Background: an optimization exercise with open tools, aiming at small area, a short achievable clock period and few clock cycles per item. Do not read the settings as production practice. The RTL was checked by simulation tests, not by an equivalence proof against the original design.

== xenon ==
==> flow/design.v (excerpt) <==
module pcm_voice_engine #(
    parameter int CHANNELS = 8,
    parameter int ADDR_W   = 24,
    parameter int PITCH_W  = 24
) (
    input  logic              CLK,
    input  logic              NRES,
    input  logic              wr_en,
    input  logic [9:0]        wr_addr,
    input  logic [7:0]        wr_data,
    input  logic              frame_start,
    output logic              rom_req,
    output logic [ADDR_W-1:0] rom_addr,
    input  logic              rom_ack,
    input  logic [7:0]        rom_data,
    output logic              smp_valid,
    output logic [2:0]        smp_ch,
    output logic [15:0]       smp_data,
    output logic              frame_done,
    output logic              frame_ovr
);
Size in the first run: ~4,600 cells after synthesis, about 1,700 flip-flops, about 0.068 sq mm of cells after synthesis.
Settings: LEC_CHECK=0, CAP_MARGIN=20, CORE_MARGIN=2, CORE_UTILIZATION=55, SETUP_SLACK_MARGIN=3.0, SLEW_MARGIN=20; clock period 6.5 ns.
run.sh (not shown) runs the stock make flow with config.mk's settings and CLKGATE_MAP_FILE= SYNTH_SCRIPT=/design/flow/synth_recipe.tcl, a recipe that flattens the netlist after the stock synthesis.
Testbench counts of xenon, summed over its fixed seeds: cycles 18,735, frames 1,536.
[inputs] quartz vs xenon
-- flow/design.v --
<<< xenon, line 34
    logic [15:0] cd_q [8];      
    logic [15:0] ccd_q;         
    logic [7:0]  cv_q, kz_q, mk_q;
    logic        run_q, looped_q;
>>> quartz, line 34
    logic [15:0] cd_q [8];      
    logic [15:0] ccd_q;         
    logic [7:0]  cdl_q, cdh_q;  
    logic [7:0]  cv_q, kz_q, mk_q;
    logic        run_q, looped_q;
<<< xenon, line 39
    logic [7:0]  lt_q;          
    logic [23:0] pcur_q;        
    logic [2:0]  mcur_q;        
    logic        wrs_q;         
>>> quartz, line 40
    logic [7:0]  lt_q;          
    logic [23:0] pcur_q;        
    logic [23:0] scur_q;        
    logic [2:0]  mcur_q;        
    logic        wrs_q;         
<<< xenon, line 121
        a0      = x_zf ? 16'd0 : racc_q[0];
        ph      = pcur_q[23:16];
        nib      = p0[0] ? x_data[7:4] : x_data[3:0];
        dlt      = dpcm_delta(nib);
        dp_apply = x_first || (p0 != (lw_q[0] ? rlpos_q[0] : 25'd0));
        s9       = {a0[15], a0[15:8]} + {dlt[7], dlt};
>>> quartz, line 123
        a0      = x_zf ? 16'd0 : racc_q[0];
        ph      = pcur_q[23:16];
        dlt      = p0[0] ? cdh_q : cdl_q;
        dp_apply = x_first || (p0 != (lw_q[0] ? rlpos_q[0] : 25'd0));
        s9       = {a0[15], a0[15:8]} + {dlt[7], dlt};
<<< xenon, line 152
    logic [7:0]  needA;
    logic [2:0]  candA, candB;
    logic [2:0]  rc;
    logic [24:0] s_pos;
>>> quartz, line 153
    logic [7:0]  needA;
    logic [2:0]  candA, candB;
    logic        direct;
    logic [23:0] d_sc;
    logic [2:0]  rc;
    logic [24:0] s_pos;
<<< xenon, line 181
        candA = (|(needA & ~lt_q)) ? first_set(needA & ~lt_q) : first_set(needA);
        candB = (|(need & ~lt_q))  ? first_set(need & ~lt_q)  : first_set(need);
        rc     = fp_q - e_q;
        s_kz   = want_kz[fp_q];
>>> quartz, line 184
        candA = (|(needA & ~lt_q)) ? first_set(needA & ~lt_q) : first_set(needA);
        candB = (|(need & ~lt_q))  ? first_set(need & ~lt_q)  : first_set(need);
        direct = x_exec && !same_idx && s_load && (need == 8'd0)
                 && !pend_off_q[e_q] && !kon[e_q] && !inv_wr[e_q];
        if (is16)      d_sc = {pos_new[22:0], 1'b0};
        else if (isdp) d_sc = pos_new[24:1];
        else           d_sc = pos_new[23:0];
        rc     = fp_q - e_q;
        s_kz   = want_kz[fp_q];
<<< xenon, line 259
        if (x_emit) begin
            pcur_q <= wp_q[e_q + 3'd1] ? pitch_q[e_q + 3'd1] : 24'd0;
            mcur_q <= mode_q[e_q + 3'd1];
        end else if (!run_q) begin
            pcur_q <= wp_q[0] ? pitch_q[0] : 24'd0;
            mcur_q <= mode_q[0];
        end
>>> quartz, line 267
        if (x_emit) begin
            pcur_q <= wp_q[e_q + 3'd1] ? pitch_q[e_q + 3'd1] : 24'd0;
            scur_q <= ws_q[e_q + 3'd1] ? start_q[e_q + 3'd1] : 24'd0;
            mcur_q <= mode_q[e_q + 3'd1];
        end else if (!run_q) begin
            pcur_q <= wp_q[0] ? pitch_q[0] : 24'd0;
            scur_q <= ws_q[0] ? start_q[0] : 24'd0;
            mcur_q <= mode_q[0];
        end
<<< xenon, line 274
            end
            ccd_q <= b;
        end
        for (int c = 0; c < 8; c++) begin
>>> quartz, line 284
            end
            ccd_q <= b;
            cdl_q <= dpcm_delta(b[3:0]);
            cdh_q <= dpcm_delta(b[7:4]);
        end
        for (int c = 0; c < 8; c++) begin
<<< xenon, line 287
            else if (nval_q) rom_addr_q <= nst_q + nsc_q;
        end
        if (s_load) begin
            nv_q  <= fp_q;
            nst_q <= ws_q[fp_q] ? start_q[fp_q] : 24'd0;
>>> quartz, line 299
            else if (nval_q) rom_addr_q <= nst_q + nsc_q;
        end
        if (direct) begin
            nv_q  <= e_q;
            nst_q <= scur_q;
            nsc_q <= d_sc;
            n16_q <= is16;
            ndp_q <= isdp;
        end else if (s_load) begin
            nv_q  <= fp_q;
            nst_q <= ws_q[fp_q] ? start_q[fp_q] : 24'd0;
<<< xenon, line 405
                end
            end
            if (s_load) begin
                fp_q   <= candA;
                fpok_q <= okA;
>>> quartz, line 423
                end
            end
            if (s_load && !direct) begin
                fp_q   <= candA;
                fpok_q <= okA;
<<< xenon, line 412
                fpok_q <= okB;
            end
            if (s_load) begin
                nval_q <= need_c && !inv_wr[fp_q]
                          && !(accept && !(s_kz ? kon[fp_q] : !chg[fp_q]));
>>> quartz, line 430
                fpok_q <= okB;
            end
            if (direct) begin
                nval_q <= 1'b1;
                nkz_q  <= 1'b0;
            end else if (s_load) begin
                nval_q <= need_c && !inv_wr[fp_q]
                          && !(accept && !(s_kz ? kon[fp_q] : !chg[fp_q]));
Results
Compared with xenon, quartz has less setup slack.
Clock skew sits higher in quartz than in xenon.
Diff xenon -> quartz | number of inserted diodes | increase of 2
Taking quartz over xenon, the total wirelength of the detailed-routed design ratio works out to 1.3.
Going from xenon to quartz, number of sequential cells grows by 34.
quartz falls short of xenon in maximum frequency.
xenon → quartz: pin count of the biggest net entering global routing went down.
Testbench counts of quartz, summed over its fixed seeds: cycles 18,406, frames 1,536.

==> re-timing with driven ports <==
How much do the figures lean on ideal ports? The routed layouts below were timed once more, with nothing changed but the port constraints.
Step 1 (the two cells are an assumption about what drives the block):
set clk [get_ports {CLK}]
set_driving_cell -lib_cell sky130_fd_sc_hd__clkbuf_16 $clk
set_driving_cell -lib_cell sky130_fd_sc_hd__buf_2 [delete_from_list [all_inputs] $clk]
Step 2, shift: input delay + t, output delay - t, t = (earliest + latest rising clock arrival at the registers) / 2. This alone moves slack from input paths to output paths.
Three values: ideal ports, drivers, drivers and shift; two values: the first two.
run	t, ns	setup WS [ns]	worst setup path after step 2	latest minus earliest clock arrival (ns)	cell pins on the clock port's net
xenon	0.853	2.616 / 2.616 / 2.157	input to register	0.040 / 0.039	1
quartz	0.883	2.576 / 2.576 / 1.855	input to register	0.060 / 0.060	1
After both steps setup and hold are still met in every run listed. The setup slack of quartz, which loses most, moves by 0.000 ns with the drivers and by -0.721 ns with both steps.
